This design comes from an exercise in tuning for small area, a short achievable clock period and few clock cycles per item on the open sky130 flow, not from production work. Function was checked by simulation only, so behaviour that the tests miss may differ from the original. Power is estimated from default activity; no workload was simulated.

$ cat flow/run.sh
#!/bin/bash
# synth_recipe.tcl (not shown) runs the flow's synth.tcl, then flattens the netlist and writes it again
# the make line also repeats each setting of config.mk as NAME=value (left out here)
make -C /OpenROAD-flow-scripts/flow DESIGN_CONFIG=/design/flow/config.mk WORK_HOME=/design/flow/orfs CLKGATE_MAP_FILE= SYNTH_SCRIPT=/design/flow/synth_recipe.tcl finish
$ cat flow/config.mk
export PLATFORM = sky130hd
export DESIGN_NAME = traffic_rate_meter_with_average
export DESIGN_NICKNAME = traffic_rate_meter_with_average
export VERILOG_FILES = /design/flow/design.v
export SDC_FILE = /design/flow/constraint.sdc
export NUM_CORES = 4
export LEC_CHECK = 0
export CAP_MARGIN = 20
export CORE_MARGIN = 2
export CORE_UTILIZATION = 40
export SLEW_MARGIN = 20
$ cat flow/constraint.sdc
create_clock -name core_clock -period 10.5 [get_ports {i_clk}]
set_input_delay 2.1000 -clock core_clock [delete_from_list [all_inputs] [get_ports {i_clk}]]
set_output_delay 2.1000 -clock core_clock [all_outputs]
set_load 0.01 [all_outputs]
$ cat flow/design.v
`default_nettype none
package trm_pkg;
    localparam logic [7:0] REG_TICKS_PER_SECOND = 8'd0;
    localparam logic [7:0] REG_ZERO_LIMIT       = 8'd1;
    localparam logic [7:0] REG_COUNT_LIMIT      = 8'd2;
    localparam logic [7:0] REG_UNIT_SELECT      = 8'd3;
    localparam logic [9:0]  TPS_RESET        = 10'd2;
    localparam logic [7:0]  ZERO_LIMIT_RESET = 8'd20;
    localparam logic [15:0] COUNT_LIM_RESET  = 16'd1000;
    localparam logic [1:0] UNIT_BYTES = 2'd0;
    localparam logic [1:0] UNIT_KIB   = 2'd1;
    localparam logic [1:0] UNIT_MIB   = 2'd2;
    localparam logic [1:0] UNIT_RESET = UNIT_BYTES;
    localparam int KIB_SHIFT = 10;
    localparam int MIB_SHIFT = 20;
    localparam logic [5:0] DIV_LAST_STEP = 6'd63;
    typedef struct packed {
        logic [63:0] rx_total;
        logic [63:0] tx_total;
    } t_in;
    typedef struct packed {
        logic        speed_valid;
        logic [63:0] rx_speed;
        logic [63:0] tx_speed;
        logic [63:0] rx_average;
        logic [63:0] tx_average;
    } t_out;
    typedef enum logic [2:0] {
        S_IDLE,
        S_MUL,
        S_SPD,
        S_UPD,
        S_DIV_LOAD,
        S_DIV_RUN,
        S_DIV_STORE,
        S_OUT
    } t_state;
    typedef struct packed {
        logic load_in;
        logic mul;
        logic spd;
        logic upd;
        logic div_load;
        logic div_step;
        logic div_store;
        logic out_load;
        logic dir;        
    } t_cmd;
    typedef struct packed {
        logic div_skip;   
    } t_sts;
    function automatic logic [63:0] scale_unit(input logic [63:0] q, input logic [1:0] unit);
        case (unit)
            UNIT_BYTES: scale_unit = q;
            UNIT_KIB:   scale_unit = q >> KIB_SHIFT;
            UNIT_MIB:   scale_unit = q >> MIB_SHIFT;
            default:    scale_unit = 64'd0;
        endcase
    endfunction
endpackage
`default_nettype wire
`default_nettype none
module trm_ctrl (
    input  wire               i_clk,
    input  wire               i_rst_n,
    input  wire               i_in_valid,
    input  wire               i_out_stall,
    input  trm_pkg::t_sts     i_sts,
    output trm_pkg::t_cmd     o_cmd,
    output logic              o_in_stall,
    output logic              o_out_valid
);
    trm_pkg::t_state r_state;
    trm_pkg::t_state n_state;
    logic            r_dir;
    logic            n_dir;
    logic [5:0]      r_step;
    logic [5:0]      n_step;
    logic            r_out_valid;
    logic            n_out_valid;
    logic            w_accept;
    logic            w_out_free;
    assign o_in_stall  = (r_state != trm_pkg::S_IDLE);
    assign w_accept    = i_in_valid && !o_in_stall;
    assign w_out_free  = !r_out_valid || !i_out_stall;
    assign o_out_valid = r_out_valid;
    always_comb begin
        n_state = r_state;
        case (r_state)
            trm_pkg::S_IDLE: begin
                if (w_accept) n_state = trm_pkg::S_MUL;
            end
            trm_pkg::S_MUL: n_state = trm_pkg::S_SPD;
            trm_pkg::S_SPD: n_state = trm_pkg::S_UPD;
            trm_pkg::S_UPD: begin
                n_state = r_dir ? trm_pkg::S_DIV_LOAD : trm_pkg::S_MUL;
            end
            trm_pkg::S_DIV_LOAD: begin
                n_state = i_sts.div_skip ? trm_pkg::S_DIV_STORE : trm_pkg::S_DIV_RUN;
            end
            trm_pkg::S_DIV_RUN: begin
                if (r_step == trm_pkg::DIV_LAST_STEP) n_state = trm_pkg::S_DIV_STORE;
            end
            trm_pkg::S_DIV_STORE: begin
                n_state = r_dir ? trm_pkg::S_OUT : trm_pkg::S_DIV_LOAD;
            end
            trm_pkg::S_OUT: begin
                if (w_out_free) n_state = trm_pkg::S_IDLE;
            end
            default: n_state = trm_pkg::S_IDLE;
        endcase
    end
    always_comb begin
        o_cmd          = '0;
        o_cmd.dir      = r_dir;
        o_cmd.load_in  = w_accept;
        case (r_state)
            trm_pkg::S_MUL:       o_cmd.mul       = 1'b1;
            trm_pkg::S_SPD:       o_cmd.spd       = 1'b1;
            trm_pkg::S_UPD:       o_cmd.upd       = 1'b1;
            trm_pkg::S_DIV_LOAD:  o_cmd.div_load  = 1'b1;
            trm_pkg::S_DIV_RUN:   o_cmd.div_step  = 1'b1;
            trm_pkg::S_DIV_STORE: o_cmd.div_store = 1'b1;
            trm_pkg::S_OUT:       o_cmd.out_load  = w_out_free;
            default:              o_cmd.dir       = r_dir;
        endcase
    end
    always_comb begin
        n_dir = r_dir;
        if (w_accept) begin
            n_dir = 1'b0;
        end else if (r_state == trm_pkg::S_UPD || r_state == trm_pkg::S_DIV_STORE) begin
            n_dir = !r_dir;
        end
        n_step = (r_state == trm_pkg::S_DIV_RUN) ? r_step + 6'd1 : 6'd0;
        n_out_valid = r_out_valid;
        if (o_cmd.out_load) begin
            n_out_valid = 1'b1;
        end else if (r_out_valid && !i_out_stall) begin
            n_out_valid = 1'b0;
        end
    end
    always_ff @(posedge i_clk) begin
        if (!i_rst_n) begin
            r_state     <= trm_pkg::S_IDLE;
            r_dir       <= 1'b0;
            r_step      <= 6'd0;
            r_out_valid <= 1'b0;
        end else begin
            r_state     <= n_state;
            r_dir       <= n_dir;
            r_step      <= n_step;
            r_out_valid <= n_out_valid;
        end
    end
endmodule
`default_nettype wire
`default_nettype none
module trm_datapath (
    input  wire               i_clk,
    input  wire               i_rst_n,
    input  wire               i_cfg_we,
    input  wire  [7:0]        i_cfg_index,
    input  wire  [15:0]       i_cfg_data,
    input  trm_pkg::t_in      i_in_data,
    input  trm_pkg::t_cmd     i_cmd,
    output trm_pkg::t_sts     o_sts,
    output trm_pkg::t_out     o_out_data
);
    logic [9:0]  r_tps;
    logic [7:0]  r_zero_limit;
    logic [15:0] r_count_limit;
    logic [1:0]  r_unit;
    logic        r_first;
    logic [63:0] r_last_rx;
    logic [63:0] r_last_tx;
    logic [16:0] r_cnt  [2];
    logic [63:0] r_sum  [2];
    logic [8:0]  r_idle [2];
    logic [63:0] r_in_rx;
    logic [63:0] r_in_tx;
    logic [41:0] r_pp_lo;
    logic [41:0] r_pp_hi;
    logic [63:0] r_rx_spd;
    logic [63:0] r_tx_spd;
    logic [63:0] r_rx_avg;
    logic [63:0] r_tx_avg;
    logic [63:0] r_quo;
    logic [16:0] r_rem;
    logic [16:0] r_dvs;
    trm_pkg::t_out r_out;
    logic        w_d;
    logic [63:0] w_delta;
    logic [73:0] w_prod;
    logic [63:0] w_spd;
    logic [63:0] w_spd_cur;
    logic [8:0]  w_idle_inc;
    logic        w_cnt_over;
    logic [16:0] w_cnt_base;
    logic [63:0] w_sum_base;
    logic [64:0] w_sum_add;
    logic [17:0] w_shift;
    logic [17:0] w_trial;
    assign w_d       = i_cmd.dir;
    assign w_delta   = w_d ? (r_in_tx - r_last_tx) : (r_in_rx - r_last_rx);
    assign w_prod    = {r_pp_hi, 32'd0} + {32'd0, r_pp_lo};
    assign w_spd     = r_first ? 64'd0 : ((|w_prod[73:64]) ? '1 : w_prod[63:0]);
    assign w_spd_cur = w_d ? r_tx_spd : r_rx_spd;
    assign w_idle_inc = r_idle[w_d] + 9'd1;
    assign w_cnt_over = r_cnt[w_d] > {1'b0, r_count_limit};
    assign w_cnt_base = w_cnt_over ? 17'd0 : r_cnt[w_d];
    assign w_sum_base = w_cnt_over ? 64'd0 : r_sum[w_d];
    assign w_sum_add  = {1'b0, w_sum_base} + {1'b0, w_spd_cur};
    assign w_shift = {r_rem, r_quo[63]};
    assign w_trial = w_shift - {1'b0, r_dvs};
    assign o_sts.div_skip = (r_cnt[w_d] == 17'd0) || (r_sum[w_d] == 64'd0);
    assign o_out_data     = r_out;
    always_ff @(posedge i_clk) begin
        if (!i_rst_n) begin
            r_tps         <= trm_pkg::TPS_RESET;
            r_zero_limit  <= trm_pkg::ZERO_LIMIT_RESET;
            r_count_limit <= trm_pkg::COUNT_LIM_RESET;
            r_unit        <= trm_pkg::UNIT_RESET;
        end else if (i_cfg_we) begin
            case (i_cfg_index)
                trm_pkg::REG_TICKS_PER_SECOND: r_tps         <= i_cfg_data[9:0];
                trm_pkg::REG_ZERO_LIMIT:       r_zero_limit  <= i_cfg_data[7:0];
                trm_pkg::REG_COUNT_LIMIT:      r_count_limit <= i_cfg_data;
                trm_pkg::REG_UNIT_SELECT:      r_unit        <= i_cfg_data[1:0];
                default:                       r_unit        <= r_unit;
            endcase
        end
    end
    always_ff @(posedge i_clk) begin
        if (!i_rst_n) begin
            r_first   <= 1'b1;
            r_last_rx <= 64'd0;
            r_last_tx <= 64'd0;
            r_cnt[0]  <= 17'd0;
            r_cnt[1]  <= 17'd0;
            r_sum[0]  <= 64'd0;
            r_sum[1]  <= 64'd0;
            r_idle[0] <= 9'd0;
            r_idle[1] <= 9'd0;
        end else begin
            if (i_cmd.upd && !r_first) begin
                if (w_spd_cur == 64'd0) begin
                    if (w_idle_inc > {1'b0, r_zero_limit}) begin
                        r_cnt[w_d]  <= 17'd0;
                        r_sum[w_d]  <= 64'd0;
                        r_idle[w_d] <= 9'd0;
                    end else begin
                        r_idle[w_d] <= w_idle_inc;
                    end
                end else begin
                    r_cnt[w_d]  <= w_cnt_base + 17'd1;
                    r_sum[w_d]  <= w_sum_add[64] ? '1 : w_sum_add[63:0];
                    r_idle[w_d] <= 9'd0;
                end
            end
            if (i_cmd.out_load) begin
                r_first   <= 1'b0;
                r_last_rx <= r_in_rx;
                r_last_tx <= r_in_tx;
            end
        end
    end
    always_ff @(posedge i_clk) begin
        if (i_cmd.load_in) begin
            r_in_rx <= i_in_data.rx_total;
            r_in_tx <= i_in_data.tx_total;
        end
        if (i_cmd.mul) begin
            r_pp_lo <= w_delta[31:0] * r_tps;
            r_pp_hi <= w_delta[63:32] * r_tps;
        end
        if (i_cmd.spd) begin
            if (w_d) r_tx_spd <= w_spd;
            else     r_rx_spd <= w_spd;
        end
        if (i_cmd.div_load) begin
            r_quo <= o_sts.div_skip ? 64'd0 : r_sum[w_d];
            r_rem <= 17'd0;
            r_dvs <= r_cnt[w_d];
        end else if (i_cmd.div_step) begin
            if (!w_trial[17]) begin
                r_rem <= w_trial[16:0];
                r_quo <= {r_quo[62:0], 1'b1};
            end else begin
                r_rem <= w_shift[16:0];
                r_quo <= {r_quo[62:0], 1'b0};
            end
        end
        if (i_cmd.div_store) begin
            if (w_d) r_tx_avg <= trm_pkg::scale_unit(r_quo, r_unit);
            else     r_rx_avg <= trm_pkg::scale_unit(r_quo, r_unit);
        end
        if (i_cmd.out_load) begin
            r_out.speed_valid <= !r_first;
            r_out.rx_speed    <= r_rx_spd;
            r_out.tx_speed    <= r_tx_spd;
            r_out.rx_average  <= r_rx_avg;
            r_out.tx_average  <= r_tx_avg;
        end
    end
endmodule
`default_nettype wire
`default_nettype none
module traffic_rate_meter_with_average (
    input  wire               i_clk,
    input  wire               i_rst_n,
    input  wire               i_in_valid,
    output logic              o_in_stall,
    input  wire  [63:0]       i_rx_total,
    input  wire  [63:0]       i_tx_total,
    output logic              o_out_valid,
    input  wire               i_out_stall,
    output logic              o_speed_valid,
    output logic [63:0]       o_rx_speed,
    output logic [63:0]       o_tx_speed,
    output logic [63:0]       o_rx_average,
    output logic [63:0]       o_tx_average,
    input  wire               i_cfg_valid,
    output logic              o_cfg_ready,
    input  wire  [7:0]        i_cfg_index,
    input  wire  [15:0]       i_cfg_data
);
    trm_pkg::t_cmd w_cmd;
    trm_pkg::t_sts w_sts;
    trm_pkg::t_in  w_in_data;
    trm_pkg::t_out w_out_data;
    assign o_cfg_ready = 1'b1;
    assign w_in_data.rx_total = i_rx_total;
    assign w_in_data.tx_total = i_tx_total;
    assign o_speed_valid = w_out_data.speed_valid;
    assign o_rx_speed    = w_out_data.rx_speed;
    assign o_tx_speed    = w_out_data.tx_speed;
    assign o_rx_average  = w_out_data.rx_average;
    assign o_tx_average  = w_out_data.tx_average;
    trm_ctrl u_ctrl (
        .i_clk       (i_clk),
        .i_rst_n     (i_rst_n),
        .i_in_valid  (i_in_valid),
        .i_out_stall (i_out_stall),
        .i_sts       (w_sts),
        .o_cmd       (w_cmd),
        .o_in_stall  (o_in_stall),
        .o_out_valid (o_out_valid)
    );
    trm_datapath u_dp (
        .i_clk       (i_clk),
        .i_rst_n     (i_rst_n),
        .i_cfg_we    (i_cfg_valid && o_cfg_ready),
        .i_cfg_index (i_cfg_index),
        .i_cfg_data  (i_cfg_data),
        .i_in_data   (w_in_data),
        .i_cmd       (w_cmd),
        .o_sts       (w_sts),
        .o_out_data  (w_out_data)
    );
endmodule
`default_nettype wire
==> results.py <==
metrics = {
    "placement": {
        "portBuffers": 415,
        "placed_area_um2": 84500,
        "dpl_worst_slack_ps": 890,
        "gp_congestion": 0.931,
        "dpl.hpwl_um": 164000,
    },
    "routing": {
        "viasPerCell": 5.28,
        "drc": 0,
        "wl_per_cell_um": 20.6,
        "ant_nets": 0,
        "wl_um": 214000,
        "drtPass1Iterations": 6,
        "vias": 54900,
        "drt-initial-drc-count": 4161,
    },
    "clocking": {
        "cts_setup_buffers": 0,
        "cts_tree": "built",
        "cts_buffers": 133,
        "clockRootBuffer": "clkbuf_16",
        "clk_latency_ps": 810,
        "cts_sinks": 1180,
        "postCtsHoldBufs": 0,
        "clk_pin_slew_worst_paths_ps": 60,
        "htreeDepth": 4,
        "cts_max_path_buffers": 3,
        "post_cts_resized": 0,
    },
    "timing": {
        "skew_ps": 48.6,
        "min_period_ps": 9620,
        "layout_setup_ws_ps": 881,
        "max-slew-margin-rel_pct": 20.6,
        "fin_crit_sh_pct": 91.6,
        "tightest_slew_ps": 1190,
        "whs_ps": 411,
        "max_freq_mhz": 104,
        "rsz0062_at_grt": "no",
        "finalHoldViolCount": 0,
        "maxSlewViolCount": 0,
        "setup_viol": 0,
        "fin_setup_tns_ps": 0,
    },
    "worst_setup_path": {
        "critPathMaxFanout": 10,
        "path_class": "reg2reg",
        "cp_top_family": "adder cells",
        "worstSetupEndpointType": "flop",
        "cp_data_arrival_time_ps": 10130,
        "path_buf_inv": 5,
        "worst_ep_required_time_ps": 11010,
        "cp_slowest_cell": "mux2i_1",
        "cp_common_cell": "fa_1",
        "startpoint_type": "flop",
        "slowest_delay_ps": 680,
    },
    "synth": {
        "synth_top_family_by_area": "adder cells",
        "syn_area_um2": 77700,
        "synth.top_cell.area_share_pct": 38.1,
        "async_flop_share_pct": 0,
        "synth_xor_area_share_pct": 3.51,
        "seq_area_frac_synth_pct": 43.1,
        "synthFlopType": "edfxtp_1",
        "synthSimpleGateAreaFrac_pct": 14.5,
        "synthMuxAreaShare_pct": 3.22,
        "synth_cell_type_count": 94,
        "synth_edf_count": 986,
        "ys_top_cells_by_area": "edfxtp_1 38%, fa_1 12%, ha_1 6.4%",
        "synth_compound_area_share_pct": 11.7,
        "synth_largest_area_cell": "edfxtp_1",
        "synth_warnings": 2,
        "synth_cells": 7479,
        "synthAdderAreaFrac_pct": 18.8,
        "ys_ff_latch": 1180,
        "avgSynthCellArea_um2": 10.4,
    },
    "floorplan": {
        "io_pins": 417,
        "initial_core_util_pct": 40.3,
        "die_area_um2": 198000,
        "die_x_um": 445,
        "rows": 161,
        "core_um2": 193000,
        "die_h_um": 445,
    },
    "cells_and_area": {
        "area_growth_syn_to_layout_pct": 14.5,
        "nets": 8815,
        "num-fill-cells": 17800,
        "final_cell_mix": "986 x edfxtp_1, 954 x nand2_1, 705 x inv_1, 515 x nor2_1, 481 x fa_1",
        "stdcell_area_um2": 88900,
        "drive_gt1_share_pct": 5.67,
        "multi_input_area_um2": 40400,
        "final_common_cell": "edfxtp_1",
        "diodes": 0,
        "utilization_pct": 46.1,
        "layout.area.seq_um2": 33500,
    },
    "outcome": {
        "status": "complete, no violations",
    },
    "global_routing": {
        "grt_usage_pct": 21.4,
        "grt_overflow_total": 0,
        "grt_use_met1_pct": 27.6,
        "met3_usage_pct": 2.92,
        "grt_pass1_vias": 55300,
        "busiest_layer": "met2",
        "grt_use_met2_pct": 36.1,
        "antenna_found_initial": 1,
        "grt_pass1_wl_um": 330000,
        "grt_max_degree": 169,
    },
    "power_and_ir_drop": {
        "p_leak_nw": 35.1,
        "ir_worst_vdd_mv": 0.164,
        "pwr_density_cell_nw_per_um2": 134,
    },
    "job": {
        "drv_cap": 0,
    },
    "min_path": {
        "min_path_type": "reg2reg",
    },
}
-- kinds of logic (layout without fill, tap and decap cells) --
family | Yosys count | after routing
other | 2 | 3
muxes | 239 | 239
buffers and inverters | 1050 | 1452
DFF | 1180 | 1180
adders and majority gates | 879 | 879
and+or+nand+nor | 2405 | 2405
xor gates and xnor gates | 310 | 310
AOI/OAI and AO/OA | 1414 | 1414
-- state kept, by name, summed over array words and instances, names as in the netlist, 6 cells and up, named ones only --
register,flops
u_dp.r_last_rx,64
u_dp.r_rx_avg,64
u_dp.r_idle,18
u_ctrl.r_step,6
u_dp.r_tx_avg,64
u_dp.r_pp_hi,42
u_dp.r_in_rx,64
u_dp.r_pp_lo,42
u_dp.r_quo,64
u_dp.r_rx_spd,64
u_dp.r_tx_spd,64
u_dp.r_sum,128
u_dp.r_dvs,17
u_dp.r_rem,17
u_dp.r_zero_limit,8
u_dp.r_tps,10
u_dp.r_cnt,34
u_dp.r_out,257
u_dp.r_count_limit,16
u_dp.r_in_tx,64
u_dp.r_last_tx,64
-- final cells by class --
cell class                      instances  area share (%)
Multi-Input combinational cell       5250            45.4
Clock buffer                          172            4.02
Inverter                              708            3.00
Clock inverter                         66           0.878
Timing Repair Buffer                  506            5.46
Tap cell                             2526            3.55
Sequential cell                      1180            37.7
-- power breakdown --
group / leakage [nW] / internal (mW) / switching (mW) / total (mW)
combinational: 22.1 / 0.737 / 1.26 / 2.00
sequential: 10.9 / 5.21 / 0.104 / 5.32
clock: 2.12 / 2.68 / 1.95 / 4.63
-- final timing paths --
check / slack, ps / to / depth (start not counted) / start
worst min register to register: 410 / u_dp.r_out[51] / 0 / u_dp.r_tx_avg[51]
worst max-delay path: 880 / u_dp.r_pp_hi[40] / 35 / u_dp.r_in_tx[0]
worst min-delay path: 410 / u_dp.r_out[51] / 0 / u_dp.r_tx_avg[51]
worst max register to register: 880 / u_dp.r_pp_hi[40] / 35 / u_dp.r_in_tx[0]
-- synth_stat cells (all sizes together) (13+ instances only) --
master and n:
edfxtp 986, nand2 956, inv 707, nor2 517, fa 481, a21oi 449
ha 398, clkbuf 296, and2 280, o21ai 241, dfxtp 194, xnor2 191
a21o 169, mux2i 157, nor2b 148, a21boi 143, xor2 119, o31ai 93
nand4 86, nand3 84, mux2 82, nor4 68, nor3 67, nand2b 62
o21bai 56, buf 46, and3 45, o21a 45, a31oi 40, a211oi 29
o211ai 27, or3 24, a31o 16, nand3b 14, or2 13
-- per-layer routing --
metal	share of wire, %	wire, um	vias to the layer above
met2	48	103000	1498
met3	4.6	9850	320
met1	43	91700	26800
li1	-	-	26300
met4	4.4	9400	2
met5	0.0061	13	-
-- through the flow --
stage / total power, mW / cells
final: 11.9 / 10400
after global routing: 12.5 / 10400
after CTS: 12.1 / 10400
after detailed placement: 7.40 / 10200
after global placement: 7.38 / 10200
after floorplan: 6.76 / 7480
Testbench counts, summed over its fixed seeds: cycles 167,944, items 1,200.

static timing again, ports no longer ideal:
The results above use ideal ports. As a check the final layout listed here was re-extracted and re-timed, cells and wires unchanged.
Step 1 sets driving cells, clkbuf_16 on the clock port and buf_2 on the other inputs (assumed; they add their load-dependent delay and slew).
Step 2 moves the port delays by t, midway between the first and last clock arrival at a register: inputs arrive t later, outputs are due t later. That takes back most of the time a late clock gives input paths.
a / b / c = no drivers / after step 1 / after step 2; a / b = the first two.
t (ns): 0.860
slack for setup (ns): 0.881 / 0.881 / 0.881
hold slack, ns: 0.411 / 0.411 / 0.411
After both steps setup and hold are still met in this run. For this run, drivers alone change the setup slack by 0.000 ns; drivers and shift together by 0.000 ns.
